This design comes from an exercise in tuning for small area on the open sky130 flow, not from production work. RTL that was checked went through simulation tests only; none was proved equivalent to the original. Power and IR drop assume default switching activity.

the previous run:
## efuse_load_ctrl
module efuse_load_ctrl
#(
  parameter  int EFUSE_BIT      = 1024,
  parameter  int APB_ADDR_WIDTH = 8,
  parameter  int APB_DATA_WIDTH = 8,
  parameter  int STRB_DEF       = 4,
  parameter  int AUTO_LOAD      = 1,
  localparam int EA_W           = $clog2(EFUSE_BIT)
) (
  input  logic                      clk,
  input  logic                      rstn,
  input  logic                      psel,
  input  logic                      penable,
  input  logic                      pwrite,
  input  logic [APB_ADDR_WIDTH-1:0] paddr,
  input  logic [APB_DATA_WIDTH-1:0] pwdata,
  output logic [APB_DATA_WIDTH-1:0] prdata,
  output logic                      pready,
  output logic                      pslverr,
  output logic                      efuse_csb,
  output logic [EA_W-1:0]           efuse_addr,
  output logic                      efuse_strobe,
  input  logic                      efuse_dout,
  output logic                      busy,
  output logic                      load_done
);
  efuse_ctrl_pkg::efuse_state_e state_q, state_d;
  logic [EA_W-1:0]      addr_q, addr_d;
  logic [3:0]           cnt_q;        
  logic [3:0]           slen_q;       
  logic                 auto_q;
  logic                 start_req;
  logic                 start;
  logic                 busy_w, done_w;
  logic [1023:0]        ring_q;       
  logic [7:0]           stg_q [2];    
  logic [6:0]           h_q;          
  logic                 loading;
  logic [6:0]           ncur, ncur_m1, pidx;
  logic [3:0]           pm;           
  logic                 ins;
  logic [7:0]           ins_byte;
  ...
For scale: about 2100 cells after synthesis, roughly 46 I/O pins, ~0.029 mm2 of cells after synthesis.
==> flow/config.mk <==
export PLATFORM = sky130hd
export DESIGN_NAME = efuse_load_ctrl
export DESIGN_NICKNAME = efuse_load_ctrl
export VERILOG_FILES = /design/flow/design.v
export SDC_FILE = /design/flow/constraint.sdc
export NUM_CORES = 4
export LEC_CHECK = 0
export CAP_MARGIN = 20
export CORE_MARGIN = 2
export CORE_UTILIZATION = 45
export PLACE_DENSITY = 0.65
export SLEW_MARGIN = 20
export SYNTH_HIERARCHICAL = 1
export SYNTH_MINIMUM_KEEP_SIZE = 0
==> flow/constraint.sdc <==
create_clock -name core_clock -period 12.0 [get_ports {clk}]
set_input_delay 2.4000 -clock core_clock [delete_from_list [all_inputs] [get_ports {clk}]]
set_output_delay 2.4000 -clock core_clock [all_outputs]
set_load 0.01 [all_outputs]
standard.sh (not shown) runs the stock make flow with config.mk's settings and CLKGATE_MAP_FILE= SYNTH_SCRIPT=/design/flow/synth_recipe.tcl, a recipe that flattens the netlist after the stock synthesis.
==> flow/flow/run.sh <==
#!/bin/bash
# Own layout flow: the standard ORFS flow, with plain buf_1 cells as the
# port buffers and no dummy loads in the clock tree.
set -euo pipefail
bash standard.sh \
  'BUFFER_PORTS_ARGS=-buffer_cell sky130_fd_sc_hd__buf_1' \
  'CTS_ARGS=-sink_clustering_enable -repair_clock_nets -dont_use_dummy_load -sink_clustering_size 18 -sink_clustering_max_diameter 50 -buf_list sky130_fd_sc_hd__clkbuf_8' \
  finish > flow_make.log 2>&1
The previous run finished every step from synthesis to the final layout, and the layout passed the timing, DRC and antenna checks.
> inputs changed (the previous run -> the current run)
==> flow/flow/run.sh <==
#!/bin/bash
# Own layout flow: the standard ORFS flow, with plain buf_1 cells as the
# port buffers and no dummy loads in the clock tree.
set -euo pipefail
bash standard.sh \
  'BUFFER_PORTS_ARGS=-buffer_cell sky130_fd_sc_hd__buf_1' \
  'CTS_ARGS=-sink_clustering_enable -repair_clock_nets -dont_use_dummy_load -sink_clustering_size 32 -sink_clustering_max_diameter 45 -buf_list sky130_fd_sc_hd__clkbuf_16' \
  finish > flow_make.log 2>&1
[summary]
The current run: worst hold slack is 0.013 ns higher than what the previous run reported. Total power of the current run is higher than that of the previous run. The current run drops more vias than the previous run. From the previous run to the current run, flip-flop and latch count after synthesis did not move at all. The higher detailed-routing wirelength on met1 of the current run and the previous run is in the current run. The part of the power in the clock network of the current run is higher than that of the previous run. The current run against the previous run: clock-pin slew of the registers on the worst-case setup and hold paths shrank by 0.02 ns; placed instance area held steady; post-route clock period utilization held steady; utilization after layout grew by 1.8 points.
No run of this note included a check of the RTL's function; only the layout flow was run.

* * *

try-umber:
efuse_load_ctrl, a different RTL version from the one above (not shown whole).
For scale: about 2100 cells after synthesis, ~34000 um^2 of cells after synthesis.
Settings: LEC_CHECK=0, CAP_MARGIN=20, CORE_MARGIN=2, CORE_UTILIZATION=30, SLEW_MARGIN=20; clock period 12.0 ns.
run.sh (not shown) runs the stock make flow with config.mk's settings and CLKGATE_MAP_FILE= SYNTH_SCRIPT=/design/flow/synth_recipe.tcl, a recipe that flattens the netlist after the stock synthesis.
Stock flow here: none of the scripts above is used.
Input-level comparison between try-willow and try-umber:
- CTS_BUF_LIST: unset -> sky130_fd_sc_hd__clkbuf_4
[summary]
On try-willow: final critical path time including I/O delays and setup is 0.0067 ns higher than what try-umber gave. Going from try-umber to try-willow, sequential fraction of total cell area went up, maximum clock frequency did not really move, part of the cycle the worst path needs ~0 delta, filler-free cell count of the finished design went up by 259. Between try-umber and try-willow, the flow reports design area decreasing slightly. Going from try-umber to try-willow, the number of inserted filler cells in the final layout was found to have gone up by about 2%. Going from try-umber to try-willow, the clock skew was found to have gone up by 0.028 ns. Compared try-willow vs try-umber, and final routed wirelength across all metal layers is up in try-willow. In the reports for try-willow and try-umber, the smaller post-route worst setup slack belongs to try-willow.
What try-lagoon does differently from try-willow at the input level:
- CTS_CLUSTER_SIZE newly set to 30
- CORE_UTILIZATION changed from 30 to 55
- CTS_BUF_LIST changed from sky130_fd_sc_hd__clkbuf_4 to sky130_fd_sc_hd__clkbuf_8
- PLACE_DENSITY newly set to 0.7
try-lagoon: PASS, flow complete, no timing, DRC or antenna violations
In try-lagoon, minimum clock period after layout is lower than in try-willow.
When try-lagoon is measured against try-willow, its count of standard-cell rows turns out 32 lower.
As far as post-synth design cell area goes, try-willow and try-lagoon are indistinguishable; the numbers are identical.
Compared with try-willow, try-lagoon shows a lower total clock buffers created by CTS.
Compare try-lagoon and try-willow | reported net switching power lower: try-lagoon
try-lagoon has met3 capacity usage during global routing above what try-willow had.
In the tables for try-lagoon and try-willow, register fraction of the total cell area reads higher with try-lagoon.
The fraction of power consumed by combinational cells was comparable across try-lagoon and try-willow.
Global routing usage summed across all routing layers: try-lagoon > try-willow
Compared with try-willow, try-lagoon improves die area.
Compared with try-willow, try-lagoon has extra setup slack.

* * *

Another version of the RTL of efuse_load_ctrl (not shown whole).
Size: about 1100 flip-flops, about 46 I/O pins, roughly 0.030 mm² of cells after synthesis.
==> flow/config.mk <==
export PLATFORM = sky130hd
export DESIGN_NAME = efuse_load_ctrl
export DESIGN_NICKNAME = efuse_load_ctrl
export VERILOG_FILES = /design/flow/design.v
export SDC_FILE = /design/flow/constraint.sdc
export NUM_CORES = 4
export LEC_CHECK = 0
export CAP_MARGIN = 20
export CORE_MARGIN = 2
export CORE_UTILIZATION = 55
export CTS_BUF_LIST = sky130_fd_sc_hd__clkbuf_8
export CTS_CLUSTER_DIAMETER = 50
export CTS_CLUSTER_SIZE = 16
export PLACE_DENSITY = 0.7
export SLEW_MARGIN = 20
export SYNTH_HIERARCHICAL = 1
export SYNTH_MINIMUM_KEEP_SIZE = 0
==> flow/constraint.sdc <==
create_clock -name core_clock -period 12.0 [get_ports {clk}]
set_input_delay 2.4000 -clock core_clock [delete_from_list [all_inputs] [get_ports {clk}]]
set_output_delay 2.4000 -clock core_clock [all_outputs]
set_load 0.01 [all_outputs]
The starting point produced a clean layout.
Next try:
CTS_BUF_LIST = sky130_fd_sc_hd__clkbuf_16   (was sky130_fd_sc_hd__clkbuf_8)
CTS_CLUSTER_DIAMETER = 60   (was 50)
CTS_CLUSTER_SIZE = 28   (was 16)
Outcome: Design area came out higher by 0.49%; setup slack improved by 16 ps; synthesized cell count is unchanged; critical path depth does not change; count of clock-buffer cells in the layout falls by 34; worst hold slack is better by 15 ps; power goes up by 2.0%; synthesized area is unchanged; global-route usage barely changes; clock power goes up by about 7%; die area stays the same.
Next try:
==> flow/flow/run.sh (new file) <==
#!/bin/bash
# Own layout flow: the standard ORFS flow, with plain buf_1 cells as the
# port buffers and no dummy loads in the clock tree.
set -euo pipefail
bash standard.sh \
  'BUFFER_PORTS_ARGS=-buffer_cell sky130_fd_sc_hd__buf_1' \
  'CTS_ARGS=-sink_clustering_enable -repair_clock_nets -dont_use_dummy_load -sink_clustering_size 28 -sink_clustering_max_diameter 60 -buf_list sky130_fd_sc_hd__clkbuf_16' \
  finish > flow_make.log 2>&1
==> flow/standard.sh (new file) <==
#!/bin/bash
# synth_recipe.tcl (not shown) runs the flow's synth.tcl, then flattens the netlist and writes it again
# the make line also repeats each setting of config.mk as NAME=value (left out here)
make -C /OpenROAD-flow-scripts/flow DESIGN_CONFIG=/design/flow/config.mk WORK_HOME=/design/flow/orfs CLKGATE_MAP_FILE= SYNTH_SCRIPT=/design/flow/synth_recipe.tcl "${@:-finish}"
removed: flow/run.sh
Outcome:
- design area drops by 2.2%
- global-route usage shrinks by 0.36 points
- critical path depth stays the same
- via count falls by 0.98%
- worst hold slack degrades by 33 ps
- sequential share of layout area climbs by 1.5 points

* * *

build 69:
Another version of the RTL of efuse_load_ctrl (not shown whole).
For scale: about 1100 flip-flops, ~46 I/O pins, roughly 0.029 mm^2 of cells after synthesis.
==> flow/config.mk <==
export PLATFORM = sky130hd
export DESIGN_NAME = efuse_load_ctrl
export DESIGN_NICKNAME = efuse_load_ctrl
export VERILOG_FILES = /design/flow/design.v
export SDC_FILE = /design/flow/constraint.sdc
export NUM_CORES = 4
export LEC_CHECK = 0
export CAP_MARGIN = 0
export CORE_MARGIN = 2
export CORE_UTILIZATION = 45
export PLACE_DENSITY = 0.65
export SLEW_MARGIN = 0
export SYNTH_HIERARCHICAL = 1
export SYNTH_MINIMUM_KEEP_SIZE = 0
==> flow/constraint.sdc <==
create_clock -name core_clock -period 12.0 [get_ports {clk}]
set_input_delay 2.4000 -clock core_clock [delete_from_list [all_inputs] [get_ports {clk}]]
set_output_delay 2.4000 -clock core_clock [all_outputs]
set_load 0.01 [all_outputs]
standard.sh (not shown) runs the stock make flow with config.mk's settings and CLKGATE_MAP_FILE= SYNTH_SCRIPT=/design/flow/synth_recipe.tcl, a recipe that flattens the netlist after the stock synthesis.
==> flow/flow/run.sh <==
#!/bin/bash
# Own layout flow: the standard ORFS flow, with plain buf_1 cells as the
# port buffers and no dummy loads in the clock tree.
set -euo pipefail
bash standard.sh \
  'BUFFER_PORTS_ARGS=-buffer_cell sky130_fd_sc_hd__buf_1' \
  'CTS_ARGS=-sink_clustering_enable -repair_clock_nets -dont_use_dummy_load -sink_clustering_size 10 -sink_clustering_max_diameter 40 -buf_list sky130_fd_sc_hd__clkbuf_4' \
  finish > flow_make.log 2>&1
--- input diff build 69..build 12 ---
- a change of CORE_UTILIZATION from 45 to 55
- a change of PLACE_DENSITY from 0.65 to 0.72
==> flow/flow/run.sh <==
#!/bin/bash
# Own layout flow: the standard ORFS flow, with plain buf_1 cells as the
# port buffers and no dummy loads in the clock tree.
set -euo pipefail
bash standard.sh \
  'BUFFER_PORTS_ARGS=-buffer_cell sky130_fd_sc_hd__buf_1' \
  'CTS_ARGS=-sink_clustering_enable -repair_clock_nets -dont_use_dummy_load -sink_clustering_size 20 -sink_clustering_max_diameter 50 -buf_list sky130_fd_sc_hd__clkbuf_8' \
  finish > flow_make.log 2>&1
Results
Fmax ends up higher on build 12.
As far as fraction of synthesized cell area in xor and xnor cells goes, build 12 and build 69 are indistinguishable; the numbers are identical.
Overall track demand over capacity in global routing: build 12 vs build 69 up 4.0 points
Setup changes, build 12 to build 84
- PLACE_DENSITY changed from 0.72 to 0.65
- CORE_UTILIZATION changed from 55 to 45
==> flow/flow/run.sh <==
#!/bin/bash
# Own layout flow: the standard ORFS flow with three changes:
#  - synthesis is the standard flow's own script (synth_recipe.tcl), but ABC maps the logic
#    with flow/abc_area.script: ORFS's speed script with a final area-recovery
#    mapping and without ABC's buffering and gate sizing (registers are mapped
#    before ABC runs, so they are the standard synthesis's);
#  - the port buffers are plain buf_1 cells;
#  - the clock tree has no dummy loads.
set -euo pipefail
here=$(pwd)
{
  echo "proc abc {args} {"
  echo "  set i [lsearch -exact \$args -script]"
  echo "  if {\$i >= 0} { lset args [expr {\$i + 1}] {$here/flow/abc_area.script} }"
  echo "  yosys abc {*}\$args"
  echo "}"
  cat synth_recipe.tcl
} > flow_synth.tcl
bash standard.sh \
  "SYNTH_SCRIPT=$here/flow_synth.tcl" 'ADDER_MAP_FILE=' \
  'BUFFER_PORTS_ARGS=-buffer_cell sky130_fd_sc_hd__buf_1' \
  'CTS_ARGS=-sink_clustering_enable -repair_clock_nets -dont_use_dummy_load -sink_clustering_size 18 -sink_clustering_max_diameter 60 -buf_list sky130_fd_sc_hd__clkbuf_8' \
  finish > flow_make.log 2>&1
==> flow/flow/abc_area.script (new file) <==
&get -n
&st
&deepsyn -T 30
&dch
&nf -R 1000
&put
topo
stime -c
Results
The higher power of build 84 and build 12 is in build 84. Diff build 12 -> build 84: number of fill cells in the layout now sits higher; share of power burned in combinational logic now sits higher.
The following lists how build 96 was set up differently from build 84:
==> flow/flow/run.sh <==
#!/bin/bash
# Own layout flow: the standard ORFS flow, with plain buf_1 cells as the
# port buffers and no dummy loads in the clock tree.
set -euo pipefail
bash standard.sh \
  'BUFFER_PORTS_ARGS=-buffer_cell sky130_fd_sc_hd__buf_1' \
  'CTS_ARGS=-sink_clustering_enable -repair_clock_nets -dont_use_dummy_load -sink_clustering_size 20 -sink_clustering_max_diameter 60 -buf_list sky130_fd_sc_hd__clkbuf_8' \
  finish > flow_make.log 2>&1
removed: flow/flow/abc_area.script
==> summary.txt <==
Delta (build 96 minus build 84): insertion delay to the later sink of the worst-skew pair lower; number of cell instances on the worst register-to-register path now sits higher.
[compare] base=build 84 new=build 96: combined global-route utilization of all metal layers shows an increase of 0.18 points; total power shows a reduction of about 8%; synthesis-to-finish area growth shows a reduction of 0.58 points.
Build 96 vs. build 84: worst setup slack now sits higher; total of endpoints with negative setup slack in the final report did not really move; vertical extent of the die moved up; post-synthesis cell count up about 1.7%; post-layout instance count excluding filler cells picked up an extra 26.
Summary of the comparison: maximum frequency is higher in build 96, relative to build 84.

[what the ideal ports hide]
In the flow no input, the clock included, has a driving cell. The finished layouts below were timed again as built, in two steps.
Step 1: set_driving_cell puts a clkbuf_16 on clk and a buf_2 on each other input, an assumption about the parent block.
Step 2 times the ports against the registers' clock, not the clock port: input delays grow and output delays shrink by t, the midpoint of the rising clock arrivals with the driver on.
Three values: no drivers, after step 1, after step 2; two values: the first two.
run	t (ns)	setup WS [ns]	worst hold slack (ns)	latest minus earliest clock arrival (ns)	worst register clock-pin slew, ns
the previous run	0.717	1.234 / 1.210 / 1.210	0.302 / 0.302 / 0.302	0.085 / 0.085	0.11 / 0.11
the current run	0.678	1.235 / 1.210 / 1.210	0.314 / 0.314 / 0.314	0.096 / 0.096	0.08 / 0.08
try-umber	0.708	1.297 / 1.255 / 1.255	0.316 / 0.316 / 0.316	0.041 / 0.041	0.07 / 0.07
try-willow	1.132	1.291 / 1.248 / 1.248	0.288 / 0.288 / 0.288	0.103 / 0.104	0.08 / 0.08
try-lagoon	0.829	1.355 / 1.331 / 1.331	0.328 / 0.328 / 0.328	0.039 / 0.039	0.07 / 0.07
the first run of note 3	0.737	0.883 / 0.856 / 0.856	0.331 / 0.331 / 0.331	0.036 / 0.036	0.10 / 0.10
the second run of note 3	0.691	0.899 / 0.871 / 0.871	0.345 / 0.345 / 0.345	0.027 / 0.027	0.10 / 0.10
the third run of note 3	0.648	1.289 / 1.261 / 1.261	0.312 / 0.312 / 0.312	0.086 / 0.086	0.10 / 0.10
build 69	0.931	1.278 / 1.251 / 1.251	0.256 / 0.256 / 0.256	0.155 / 0.156	0.11 / 0.11
build 12	0.699	1.394 / 1.368 / 1.368	0.266 / 0.266 / 0.266	0.085 / 0.085	0.12 / 0.12
build 84	0.703	1.109 / 1.084 / 1.084	0.319 / 0.319 / 0.319	0.066 / 0.066	0.11 / 0.11
build 96	0.686	1.239 / 1.211 / 1.211	0.311 / 0.311 / 0.311	0.066 / 0.065	0.12 / 0.12
After both steps setup and hold are still met in every run listed. For try-willow, which loses most, drivers alone change the setup slack by -0.043 ns; drivers and shift together by -0.043 ns.
